Source: an optimization exercise on an open RTL-to-GDS flow (aim: small area, a short achievable clock period and few clock cycles). Production flows keep margins and buffers that such runs may drop. Where RTL was checked, it was by simulation tests only, not by an equivalence proof against the original. Power is estimated from default activity; no workload was simulated.

==> 07-11 <==
==> flow/design.v (excerpt) <==
module grid_cell_shape_membership_core
(
  input  logic                 clk,
  input  logic                 rst,
  input  logic                 cfg_valid,
  output logic                 cfg_ready,
  input  logic [gcsm_pkg::CFG_IDX_W-1:0] cfg_index,
  input  logic [gcsm_pkg::VALUE_W-1:0]   cfg_data,
  input  logic                 in_valid,
  output logic                 in_ready,
  input  logic [gcsm_pkg::COORD_W-1:0]   cell_x,
  input  logic [gcsm_pkg::COORD_W-1:0]   cell_y,
  output logic                 out_valid,
  input  logic                 out_ready,
  output logic [gcsm_pkg::COORD_W-1:0]   out_x,
  output logic [gcsm_pkg::COORD_W-1:0]   out_y,
  output logic [gcsm_pkg::MARK_W-1:0]    mark,
  output logic signed [gcsm_pkg::VALUE_W-1:0] write_value,
  output logic                 shape_fits
);
  function automatic logic le6(input logic [5:0] a, input logic [5:0] b);
    logic r;
    r = 1'b1;
    for (int i = 0; i < 6; i++) r = (!a[i] && b[i]) || ((!a[i] || b[i]) && r);
    le6 = r;
  endfunction
  function automatic logic lt6(input logic [5:0] a, input logic [5:0] b);
    logic r;
    r = 1'b0;
    for (int i = 0; i < 6; i++) r = (!a[i] && b[i]) || ((!a[i] || b[i]) && r);
    lt6 = r;
  endfunction
  ...
Settings: LEC_CHECK=0, CAP_MARGIN=20, CORE_MARGIN=2, CORE_UTILIZATION=40, SETUP_SLACK_MARGIN=3.8, SLEW_MARGIN=20; clock period 7.0 ns.
run.sh (not shown) runs the stock make flow with config.mk's settings and CLKGATE_MAP_FILE= SYNTH_SCRIPT=/design/flow/synth_recipe.tcl, a recipe that flattens the netlist after the stock synthesis.
==> 10-13 (differences from 07-11) <==
--- a/flow/design.v
+++ b/flow/design.v
@@ -281,20 +281,23 @@
     hit   = pass3 && (!is_ce || sdiff[21]);
   end
   always_ff @(posedge clk) begin
     if (thr3) thr <= sdiff[19:0];
   end
-  logic hit_q;
+  logic       hit_q;
+  logic [3:0] wv_q;
   always_ff @(posedge clk) begin
     if (!blocked) begin
       out_x <= x3;
       out_y <= y3;
       hit_q <= hit;
+      wv_q  <= {4{hit && fill_ok}};
     end
   end
-  assign mark        = {hit_q && is_inacc, hit_q && !is_inacc};
-  assign write_value = (hit_q && fill_ok) ? fill_value : '0;
+  assign mark = {hit_q && is_inacc, hit_q && !is_inacc};
+  always_comb
+    for (int i = 0; i < VALUE_W; i++) write_value[i] = wv_q[i / 8] && fill_value[i];
   assign shape_fits  = fits_q;
 endmodule
 module gcsm_mulk (input logic [5:0] k, input logic [5:0] u,
                   output logic [11:0] p);
   wire mk_t1 = (k[0] & u[4]) ^ (k[1] & u[3]);
- CTS_BUF_LIST: not set -> sky130_fd_sc_hd__clkbuf_4
- SETUP_SLACK_MARGIN: 3.8 -> 3.9
==> 05-27 (differences from 07-11) <==
--- a/flow/design.v
+++ b/flow/design.v
@@ -281,20 +281,23 @@
     hit   = pass3 && (!is_ce || sdiff[21]);
   end
   always_ff @(posedge clk) begin
     if (thr3) thr <= sdiff[19:0];
   end
-  logic hit_q;
+  logic       hit_q;
+  logic [3:0] wv_q;
   always_ff @(posedge clk) begin
     if (!blocked) begin
       out_x <= x3;
       out_y <= y3;
       hit_q <= hit;
+      wv_q  <= {4{hit && fill_ok}};
     end
   end
-  assign mark        = {hit_q && is_inacc, hit_q && !is_inacc};
-  assign write_value = (hit_q && fill_ok) ? fill_value : '0;
+  assign mark = {hit_q && is_inacc, hit_q && !is_inacc};
+  always_comb
+    for (int i = 0; i < VALUE_W; i++) write_value[i] = wv_q[i / 8] && fill_value[i];
   assign shape_fits  = fits_q;
 endmodule
 module gcsm_mulk (input logic [5:0] k, input logic [5:0] u,
                   output logic [11:0] p);
   wire mk_t1 = (k[0] & u[4]) ^ (k[1] & u[3]);
- CORE_UTILIZATION: 40 -> 50
- CTS_BUF_LIST: not set -> sky130_fd_sc_hd__clkbuf_8
- SETUP_SLACK_MARGIN: 3.8 -> 3.9
==> results.py <==
metrics = {
    "run_status": {
        "run_status": "complete, no violations",
    },
    "critical_path": {
        "worst-path-max-fanout": 2,
        "path_buf_inv": 2,
    },
    "global_route": {
        "use_met2": 0.448,
    },
    "synthesis": {
        "syn_inst": 1671,
    },
    "floorplanning": {
        "placementRows": 68,
    },
}
Source of the figures above: 05-27

==> results.py <==
metrics = {
    "run_status": {
        "run_status": "complete, no violations",
    },
    "critical_path": {
        "worst-path-max-fanout": 8,
    },
    "synthesis": {
        "syn_inst": 1671,
    },
    "floorplanning": {
        "placementRows": 76,
    },
}
Source of the figures above: 10-13

==> results.py <==
metrics = {
    "run_status": {
        "run_status": "complete, no violations",
    },
    "clock_network": {
        "cts-buffers-inserted": 31,
    },
    "timing": {
        "fin_crit_sh": 0.462,
    },
    "critical_path": {
        "worst-path-max-fanout": 14,
        "path_buf_inv": 2,
    },
}
Source of the figures above: 07-11

Testbench counts of 10-13, summed over its fixed seeds: cycles 14,784.
Testbench counts of 05-27, summed over its fixed seeds: cycles 14,784.
Only the layout flow was run in 07-11; the RTL was not checked for function there.


==> branch raven: inputs <==
grid_cell_shape_membership_core, a different RTL version from the one above (not shown whole).
clock: 7.0 ns
lec_check: 0
cap_margin: 0
core_margin: 2
core_utilization: 40
setup_slack_margin: 3.7
slew_margin: 0
tns_end_percent: 5
==> branch ember: changes against branch raven <==
--- a/flow/design.v
+++ b/flow/design.v
@@ -34,32 +34,33 @@
   output logic [gcsm_pkg::COORD_W-1:0]   out_y,
   output logic [gcsm_pkg::MARK_W-1:0]    mark,
   output logic signed [gcsm_pkg::VALUE_W-1:0] write_value,
   output logic                 shape_fits
 );
-  function automatic logic gt16(input logic [15:0] a, input logic [15:0] b);
-    logic [15:0] g, e;
-    g = a & ~b;
-    e = ~(a ^ b);
-    for (int s = 1; s < 16; s = s * 2)
-      for (int i = 0; i + s < 16; i = i + 2 * s) begin
-        g[i] = g[i + s] | (e[i + s] & g[i]);
-        e[i] = e[i + s] & e[i];
-      end
-    gt16 = g[0];
-  endfunction
   function automatic logic le6(input logic [5:0] a, input logic [5:0] b);
-    le6 = !gt16({10'd0, a}, {10'd0, b});
+    logic r;
+    r = 1'b1;
+    for (int i = 0; i < 6; i++) r = (!a[i] && b[i]) || ((!a[i] || b[i]) && r);
+    le6 = r;
   endfunction
   function automatic logic lt6(input logic [5:0] a, input logic [5:0] b);
-    lt6 = gt16({10'd0, b}, {10'd0, a});
+    logic r;
+    r = 1'b0;
+    for (int i = 0; i < 6; i++) r = (!a[i] && b[i]) || ((!a[i] || b[i]) && r);
+    lt6 = r;
   endfunction
   function automatic logic le7(input logic [6:0] a, input logic [6:0] b);
-    le7 = !gt16({9'd0, a}, {9'd0, b});
+    logic r;
+    r = 1'b1;
+    for (int i = 0; i < 7; i++) r = (!a[i] && b[i]) || ((!a[i] || b[i]) && r);
+    le7 = r;
   endfunction
   function automatic logic le13(input logic [12:0] a, input logic [12:0] b);
-    le13 = !gt16({3'd0, a}, {3'd0, b});
+    logic r;
+    r = 1'b1;
+    for (int i = 0; i < 13; i++) r = (!a[i] && b[i]) || ((!a[i] || b[i]) && r);
+    le13 = r;
   endfunction
   function automatic logic [6:0] radd6(input logic [5:0] a, input logic [5:0] b,
                                        input logic ci);
     logic c;
     c = ci;
@@ -107,23 +108,24 @@
     is_rect  = shape_kind == KIND_RECT;
     is_tri   = shape_kind == KIND_TRIANGLE;
     is_ell   = shape_kind == KIND_ELLIPSE;
     is_rt    = is_rect || is_tri;
     ry        = is_ell ? reg_d : reg_c;
-    a_plus_cx = {1'b0, reg_a} + {1'b0, (is_w ? 6'd0 : reg_c)};
-    b_plus_ry = {1'b0, reg_b} + {1'b0, (is_s ? 6'd0 : ry)};
+    a_plus_cx = radd6(reg_a, (is_w ? 6'd0 : reg_c), 1'b0);
+    b_plus_ry = radd6(reg_b, (is_s ? 6'd0 : ry), 1'b0);
     fx1 = is_e || le6(reg_c, reg_a);
     fx2 = le7(a_plus_cx, {1'b0, grid_x_last});
     fy1 = is_n || le6(ry, reg_b);
     fy2 = le7(b_plus_ry, {1'b0, grid_y_last});
+    frt = le6(reg_a, grid_x_last) && le6(reg_b, grid_x_last) &&
+          le6(reg_c, grid_y_last) && le6(reg_d, grid_y_last);
     a_lt_b = lt6(reg_a, reg_b);
     c_lt_d = lt6(reg_c, reg_d);
     xlo    = a_lt_b ? reg_a : reg_b;
     xhi    = a_lt_b ? reg_b : reg_a;
     ylo    = c_lt_d ? reg_c : reg_d;
     yhi    = c_lt_d ? reg_d : reg_c;
-    frt    = le6(xhi, grid_x_last) && le6(yhi, grid_y_last);
     a_plus_b = radd6(reg_a, reg_b, 1'b0);
     cxn = is_rt ? a_plus_b[COORD_W:1] : reg_a;
     cyn = is_rt ? reg_d : reg_b;
     k1n = is_ell ? reg_d : is_tri ? yhi - ylo : 6'd1;
     k2n = is_ell ? reg_c : is_tri ? xhi - xlo : 6'd1;
@@ -164,23 +166,15 @@
       out_valid <= v3;
     end
   end
   logic [COORD_W:0]   dxs, dys;
   logic [COORD_W-1:0] dxm, dym;
-  function automatic logic [5:0] mag6(input logic [6:0] d);
-    logic any;
-    any = 1'b0;
-    for (int i = 0; i < 6; i++) begin
-      mag6[i] = d[i] ^ (d[6] & any);
-      any = any | d[i];
-    end
-  endfunction
   always_comb begin
     dxs = {1'b0, cell_x} - {1'b0, cx};
     dys = {1'b0, cell_y} - {1'b0, cy};
-    dxm = mag6(dxs);
-    dym = mag6(dys);
+    dxm = dxs[COORD_W] ? -dxs[COORD_W-1:0] : dxs[COORD_W-1:0];
+    dym = dys[COORD_W] ? -dys[COORD_W-1:0] : dys[COORD_W-1:0];
   end
   logic [COORD_W-1:0] x1, y1, ux, uy;
   logic               sx, sy, zx, zy;
   always_ff @(posedge clk) begin
     if (adv) begin
@@ -251,13 +245,13 @@
       p = (i < 21) ? rowa_q[i] : 1'b0;
       q = (i < 21) ? rowb_q[i] : 1'b0;
       csa_s[i] = p ^ q ^ thr_n[i];
       csa_c[i] = (p & q) | (p & thr_n[i]) | (q & thr_n[i]);
     end
+    sdiff = csa_s + {csa_c[20:0], sub_e};
+    hit   = pass3 && (!is_ce || sdiff[21]);
   end
-  gcsm_add22 u_add (.a(csa_s), .b({csa_c[20:0], 1'b0}), .ci(sub_e), .s(sdiff));
-  assign hit = pass3 && (!is_ce || sdiff[21]);
   always_ff @(posedge clk) begin
     if (adv && thr3) thr <= sdiff[19:0];
   end
   logic hit_q;
   always_ff @(posedge clk) begin
@@ -480,85 +474,5 @@
   wire sq_t161 = (a[8] & a[9]) ^ (b[8] & b[9]) ^ sq_t128;
   wire sq_t162 = ((a[8] & a[9]) & (b[8] & b[9])) | (sq_t128 & ((a[8] & a[9]) ^ (b[8] & b[9])));
   assign r0 = {sq_t162, sq_t160, sq_t158, sq_t156, sq_t154, sq_t152, sq_t150, sq_t148, sq_t146, sq_t144, sq_t142, sq_t140, sq_t138, sq_t136, sq_t134, sq_t132, sq_t130, sq_t97, (a[1] & ~a[0]), 1'b0, a[0]};
   assign r1 = {1'b0, sq_t161, sq_t159, sq_t157, sq_t155, sq_t153, sq_t151, sq_t149, sq_t147, sq_t145, sq_t143, sq_t141, sq_t139, sq_t137, sq_t135, sq_t133, sq_t131, sq_t129, (b[1] & ~b[0]), 1'b0, b[0]};
 endmodule
-module gcsm_add22 (input logic [21:0] a, input logic [21:0] b, input logic ci,
-                output logic [21:0] s);
-  logic [21:0] p, g;
-  assign p = a ^ b;
-  assign g = a & b;
-  wire bg1 = g[0] | (p[0] & ci);
-  wire bg2 = g[1] | (p[1] & bg1);
-  wire bg3 = g[3] | (p[3] & g[2]);
-  wire bp3 = p[3] & p[2];
-  wire bg4 = g[5] | (p[5] & g[4]);
-  wire bp4 = p[5] & p[4];
-  wire bg5 = g[7] | (p[7] & g[6]);
-  wire bp5 = p[7] & p[6];
-  wire bg6 = g[9] | (p[9] & g[8]);
-  wire bp6 = p[9] & p[8];
-  wire bg7 = g[11] | (p[11] & g[10]);
-  wire bp7 = p[11] & p[10];
-  wire bg8 = g[13] | (p[13] & g[12]);
-  wire bp8 = p[13] & p[12];
-  wire bg9 = g[15] | (p[15] & g[14]);
-  wire bp9 = p[15] & p[14];
-  wire bg10 = g[17] | (p[17] & g[16]);
-  wire bp10 = p[17] & p[16];
-  wire bg11 = g[19] | (p[19] & g[18]);
-  wire bp11 = p[19] & p[18];
-  wire bg12 = g[21] | (p[21] & g[20]);
-  wire bp12 = p[21] & p[20];
-  wire bg13 = bg3 | (bp3 & bg2);
-  wire bg14 = bg5 | (bp5 & bg4);
-  wire bp14 = bp5 & bp4;
-  wire bg15 = bg7 | (bp7 & bg6);
-  wire bp15 = bp7 & bp6;
-  wire bg16 = bg9 | (bp9 & bg8);
-  wire bp16 = bp9 & bp8;
-  wire bg17 = bg11 | (bp11 & bg10);
-  wire bp17 = bp11 & bp10;
-  wire bg18 = bg14 | (bp14 & bg13);
-  wire bg19 = bg16 | (bp16 & bg15);
-  wire bp19 = bp16 & bp15;
-  wire bg20 = bg19 | (bp19 & bg18);
-  wire bg21 = bg15 | (bp15 & bg18);
-  wire bg22 = bg17 | (bp17 & bg20);
-  wire bg23 = bg4 | (bp4 & bg13);
-  wire bg24 = bg6 | (bp6 & bg18);
-  wire bg25 = bg8 | (bp8 & bg21);
-  wire bg26 = bg10 | (bp10 & bg20);
-  wire bg27 = bg12 | (bp12 & bg22);
-  wire bg28 = g[2] | (p[2] & bg2);
-  wire bg29 = g[4] | (p[4] & bg13);
-  wire bg30 = g[6] | (p[6] & bg23);
-  wire bg31 = g[8] | (p[8] & bg18);
-  wire bg32 = g[10] | (p[10] & bg24);
-  wire bg33 = g[12] | (p[12] & bg21);
-  wire bg34 = g[14] | (p[14] & bg25);
-  wire bg35 = g[16] | (p[16] & bg20);
-  wire bg36 = g[18] | (p[18] & bg26);
-  wire bg37 = g[20] | (p[20] & bg22);
-  assign s[0] = p[0] ^ ci;
-  assign s[1] = p[1] ^ bg1;
-  assign s[2] = p[2] ^ bg2;
-  assign s[3] = p[3] ^ bg28;
-  assign s[4] = p[4] ^ bg13;
-  assign s[5] = p[5] ^ bg29;
-  assign s[6] = p[6] ^ bg23;
-  assign s[7] = p[7] ^ bg30;
-  assign s[8] = p[8] ^ bg18;
-  assign s[9] = p[9] ^ bg31;
-  assign s[10] = p[10] ^ bg24;
-  assign s[11] = p[11] ^ bg32;
-  assign s[12] = p[12] ^ bg21;
-  assign s[13] = p[13] ^ bg33;
-  assign s[14] = p[14] ^ bg25;
-  assign s[15] = p[15] ^ bg34;
-  assign s[16] = p[16] ^ bg20;
-  assign s[17] = p[17] ^ bg35;
-  assign s[18] = p[18] ^ bg26;
-  assign s[19] = p[19] ^ bg36;
-  assign s[20] = p[20] ^ bg22;
-  assign s[21] = p[21] ^ bg37;
-endmodule
CAP_MARGIN = 20   (was 0)
SLEW_MARGIN = 20   (was 0)
TNS_END_PERCENT = default   (was 5)
==> notes <==
- Between branch raven and branch ember, the lower cell count is in branch raven (gap 2.7%, measured against branch ember).
- Of branch raven and branch ember, branch ember has the higher critical path depth (gap 10).
- In worst hold slack, branch ember and branch raven hardly differ.
- Flip-flop and latch count is the same in branch raven and branch ember.
- Against branch ember, the combinational power of branch raven is smaller by about 16%.
- Against branch raven, the register-to-register slack of branch ember is higher by 0.34 ns.
- In branch raven the final area is smaller than in branch ember, by 4.3%.
- Against branch ember, the maximum frequency of branch raven is smaller by 9.5%.
- Against branch raven, the clock skew of branch ember is lower by 0.00066 ns.
- Between branch ember and branch raven, the lower total power is in branch raven (gap about 8%, measured against branch raven).
Testbench counts of branch ember, summed over its fixed seeds: cycles 14,784.
The RTL of branch raven was laid out without a check of its function.

==> what the ideal ports hide <==
The results above use ideal ports. As a check the final layouts listed here were re-extracted and re-timed, cells and wires unchanged. Step 1 (the two cells are an assumption about what drives the block):
set clk [get_ports {clk}]
set_driving_cell -lib_cell sky130_fd_sc_hd__clkbuf_16 $clk
set_driving_cell -lib_cell sky130_fd_sc_hd__buf_2 [delete_from_list [all_inputs] $clk]
Step 2 also shifts input and output timing later by t, the mid clock arrival at the registers, as if the neighbouring blocks saw the same clock. a / b / c = no drivers / after step 1 / after step 2; a / b = the first two.
run	shift t [ns]	setup WS [ns]	worst data-port slew with drivers (ns)
07-11	0.635	3.767 / 3.715 / 3.263	0.05
10-13	0.843	3.723 / 3.674 / 3.199	0.05
05-27	0.673	3.878 / 3.827 / 3.361	0.05
branch raven	0.625	3.267 / 3.242 / 2.827	0.04
branch ember	0.631	3.622 / 3.610 / 3.203	0.06
After both steps every run listed still meets setup and hold. The setup slack of 10-13, which loses most, moves by -0.049 ns with the drivers and by -0.524 ns with both steps.
